Context: an optimization exercise on an open-source flow, tuned for small area. The choices shown serve that exercise and are no tape-out recipe.
In this exercise RTL edits were held to simulation tests only and were not proved equivalent to the original.
No driver is modelled on the clock port, so clock power and skew are understated where the tree is cut down; a real chip needs a root buffer or a tree.
Power figures rest on the tool's default switching activity, not on a simulated workload.

## v6
==> flow/design.v <==
`default_nettype none
package audio_pkg;
  localparam int unsigned CLK_HZ   = 100_000_000;
  localparam int unsigned SIL      = 100_000_000;
  localparam int unsigned MAX_TONE = 20_000;
endpackage
`default_nettype wire
`default_nettype none
module square_gen #(
  parameter int unsigned CLK_HZ = audio_pkg::CLK_HZ,
  parameter int unsigned SIL    = audio_pkg::SIL
) (
  input  logic        clk,
  input  logic        rst,
  input  logic [31:0] tone_i,
  output logic        sq_o,
  output logic        silent_o
);
  localparam int unsigned HALF = CLK_HZ / 2;
  logic [14:0] tone_q;    
  logic        act_q;     
  logic [25:0] acc_q;     
  logic        sq_q;
  logic        audible_w, change_w, wrap_w;
  logic [25:0] sum_w;
  assign audible_w = (tone_i[31:15] == 17'd0) && (tone_i[14:0] != 15'd0) &&
                     (tone_i[14:0] <= 15'(audio_pkg::MAX_TONE));
  assign change_w  = !act_q || (tone_i[14:0] != tone_q);
  logic [26:0] cy_w;
  assign cy_w[0] = 1'b0;
  for (genvar i = 0; i < 26; i++) begin : g_add
    if (i < 15) begin : g_fa
      assign sum_w[i]   = acc_q[i] ^ tone_q[i] ^ cy_w[i];
      assign cy_w[i+1]  = (acc_q[i] & tone_q[i]) | (acc_q[i] & cy_w[i]) | (tone_q[i] & cy_w[i]);
    end else begin : g_ha
      assign sum_w[i]   = acc_q[i] ^ cy_w[i];
      assign cy_w[i+1]  = acc_q[i] & cy_w[i];
    end
  end
  logic hi_top_w;
  assign hi_top_w  = sum_w[25] & sum_w[23] & sum_w[22] & sum_w[21] & sum_w[20] &
                     sum_w[19] & sum_w[17];
  assign wrap_w    = hi_top_w & (sum_w[16] | (sum_w[15] & (sum_w[14:0] > 15'd28800)));
  always_ff @(posedge clk) begin
    tone_q <= tone_i[14:0];
    acc_q  <= (change_w || wrap_w) ? {11'd0, tone_i[14:0]} : sum_w;
    sq_q   <= change_w ? 1'b0 : (sq_q ^ wrap_w);
  end
  always_ff @(posedge clk or negedge rst) begin
    if (!rst) act_q <= 1'b0;
    else      act_q <= audible_w;
  end
  assign sq_o     = sq_q;
  assign silent_o = !act_q;
endmodule
`default_nettype wire
`default_nettype none
module tone_to_dac #(
  parameter int unsigned CLK_HZ = audio_pkg::CLK_HZ,
  parameter int unsigned SIL    = audio_pkg::SIL
) (
  input  logic        clk,
  input  logic        rst,
  input  logic [31:0] toneL,
  input  logic [31:0] toneR,
  input  logic [2:0]  volume,
  input  logic        mute,
  output logic        audio_mclk,
  output logic        audio_lrck,
  output logic        audio_sck,
  output logic        audio_sdin
);
  logic [8:0] cnt_q;
  logic       nz_l_q, nz_r_q;       
  logic       pos_l_q, pos_r_q;     
  logic [2:0] vol_q;
  logic       sq_l, sil_l, sq_r, sil_r;
  logic       load_w, live_w;
  square_gen #(.CLK_HZ(CLK_HZ), .SIL(SIL)) u_sq_l (
    .clk      (clk),
    .rst      (rst),
    .tone_i   (toneL),
    .sq_o     (sq_l),
    .silent_o (sil_l)
  );
  square_gen #(.CLK_HZ(CLK_HZ), .SIL(SIL)) u_sq_r (
    .clk      (clk),
    .rst      (rst),
    .tone_i   (toneR),
    .sq_o     (sq_r),
    .silent_o (sil_r)
  );
  logic [9:0] cnt_cy_w;
  logic [8:0] cnt_d;
  assign cnt_cy_w[0] = 1'b1;
  for (genvar i = 0; i < 9; i++) begin : g_cnt
    assign cnt_d[i]      = cnt_q[i] ^ cnt_cy_w[i];
    assign cnt_cy_w[i+1] = cnt_q[i] & cnt_cy_w[i];
  end
  assign load_w = cnt_cy_w[9];
  assign live_w = !mute && (volume != 3'd0);
  always_ff @(posedge clk or negedge rst) begin
    if (!rst) begin
      cnt_q  <= 9'd0;
      nz_l_q <= 1'b0;
      nz_r_q <= 1'b0;
    end else begin
      cnt_q <= cnt_d;
      if (load_w) begin
        nz_l_q <= live_w && !sil_l;
        nz_r_q <= live_w && !sil_r;
      end
    end
  end
  always_ff @(posedge clk) begin
    if (load_w) begin
      pos_l_q <= sq_l;
      pos_r_q <= sq_r;
      vol_q   <= volume;
    end
  end
  logic [15:0] amp_w, samp_w;
  logic        nz_w, pos_w;
  always_comb begin
    amp_w = 16'h0000;
    case (vol_q)
      3'd1:    amp_w[10] = 1'b1;
      3'd2:    amp_w[11] = 1'b1;
      3'd3:    amp_w[12] = 1'b1;
      3'd4:    amp_w[13] = 1'b1;
      default: amp_w[14] = 1'b1;    
    endcase
  end
  assign nz_w  = cnt_q[8] ? nz_r_q : nz_l_q;
  assign pos_w = cnt_q[8] ? pos_r_q : pos_l_q;
  for (genvar i = 0; i < 16; i++) begin : g_samp
    assign samp_w[i] = pos_w ? amp_w[i] : (|amp_w[i:0]);
  end
  assign audio_mclk = cnt_q[1];
  assign audio_sck  = cnt_q[3];
  assign audio_lrck = cnt_q[8];
  assign audio_sdin = nz_w && samp_w[~cnt_q[7:4]];
endmodule
`default_nettype wire
clock: 90.0 ns
lec_check: 0
cap_margin: 20
core_margin: 2
core_utilization: 40
cts_buf_list: sky130_fd_sc_hd__clkbuf_2
slew_margin: 20
standard.sh (not shown) runs the stock make flow with config.mk's settings and CLKGATE_MAP_FILE= SYNTH_SCRIPT=/design/flow/synth_recipe.tcl, a recipe that flattens the netlist after the stock synthesis.
==> flow/flow/run.sh <==
#!/bin/bash
# Standard layout with: the smallest buffer on the ports, no ABC pre-mapping
# before full-adder extraction, an area-oriented ABC script for the final
# mapping, inverters folded into NOR2/NAND2 gates and every combinational
# cell downsized before the placement
# repair_design, and the clock tree rebuilt after CTS as one level of four
# buf_12 (balanced, each driving a quarter of the flip-flops).
export BUFFER_PORTS_ARGS="-buffer_cell sky130_fd_sc_hd__buf_1"
export CTS_ARGS="-sink_clustering_enable -repair_clock_nets -dont_use_dummy_load -buf_list sky130_fd_sc_hd__clkbuf_8"
export SYNTH_ARGS="-noabc"
export FLOW_ABC_SCRIPT="$(pwd)/flow/abc_area.script"
export PRE_RESIZE_TCL="$(pwd)/flow/pre_resize.tcl"
export POST_CTS_TCL="$(pwd)/flow/clocktree.tcl"
export CT_GROUPS=4
export CT_BUF=sky130_fd_sc_hd__buf_12
bash standard.sh SYNTH_SCRIPT="$(pwd)/flow/synth.tcl" finish > standard.log 2>&1
==> flow/flow/abc_area.script <==
strash
&get -n
&st
&dch -f
&nf -a -R 1000
&put
topo
Other scripts of this flow, unchanged in this note and not shown: flow/flow/clocktree.tcl, flow/flow/downsize.tcl, flow/flow/peephole.tcl, flow/flow/pre_resize.tcl, flow/flow/synth.tcl
v6: all stages complete, timing, DRC and antenna checks passed
### v6 -> v7
==> flow/flow/abc_area.script <==
strash
&get -n
&st
&jf -K 6
&st
&dch -f -x
&nf -a -R 1000
&put
topo
Notes after the runs:
Sequential share of layout area (v7 over v6): increase, 0.29 points
Looking only at total power per unit cell area, and setting everything else aside, the lower value of v6 and v7 goes to v6.
Depth of the most critical reg-to-reg path of v7 falls short of that of v6 by a few percent.
Changes observed in v7 relative to v6: core region area dropped about 0.44%, fraction of the cycle the final worst path needs -0.29 points.
The routed wire length of v7 is lower than that of v6.
In terms of clock skew, v6 and v7 differ only marginally.
The higher cell area came out of v6.
Looking at v6 and v7, the relative contribution of the clock network to total power is a wash.
Diff v6 and v7: cell count higher in v6
No run of this note takes its clock network from TritonCTS; it comes from the design's own scripts or RTL.

afterwards: timing with drivers on the ports:
The results above use ideal ports. As a check the final layouts listed here were re-extracted and re-timed, cells and wires unchanged.
Step 1: set_driving_cell puts a clkbuf_16 on clk and a buf_2 on each other input, an assumption about the parent block.
Step 2 moves the port delays by t, midway between the first and last clock arrival at a register: inputs arrive t later, outputs are due t later. That takes back most of the time a late clock gives input paths.
Three values: ideal ports, drivers, drivers and shift; two values: the first two.
| run | t (ns) | slack for setup (ns) | worst slew at a driven data input, ns |
|---|---|---|---|
| v6 | 0.218 | 69.690 / 69.752 / 69.534 | 0.04 |
| v7 | 0.214 | 69.952 / 70.012 / 69.797 | 0.04 |
After both steps every run listed still meets setup and hold. For v6, which loses most, drivers alone change the setup slack by +0.062 ns; drivers and shift together by -0.156 ns.
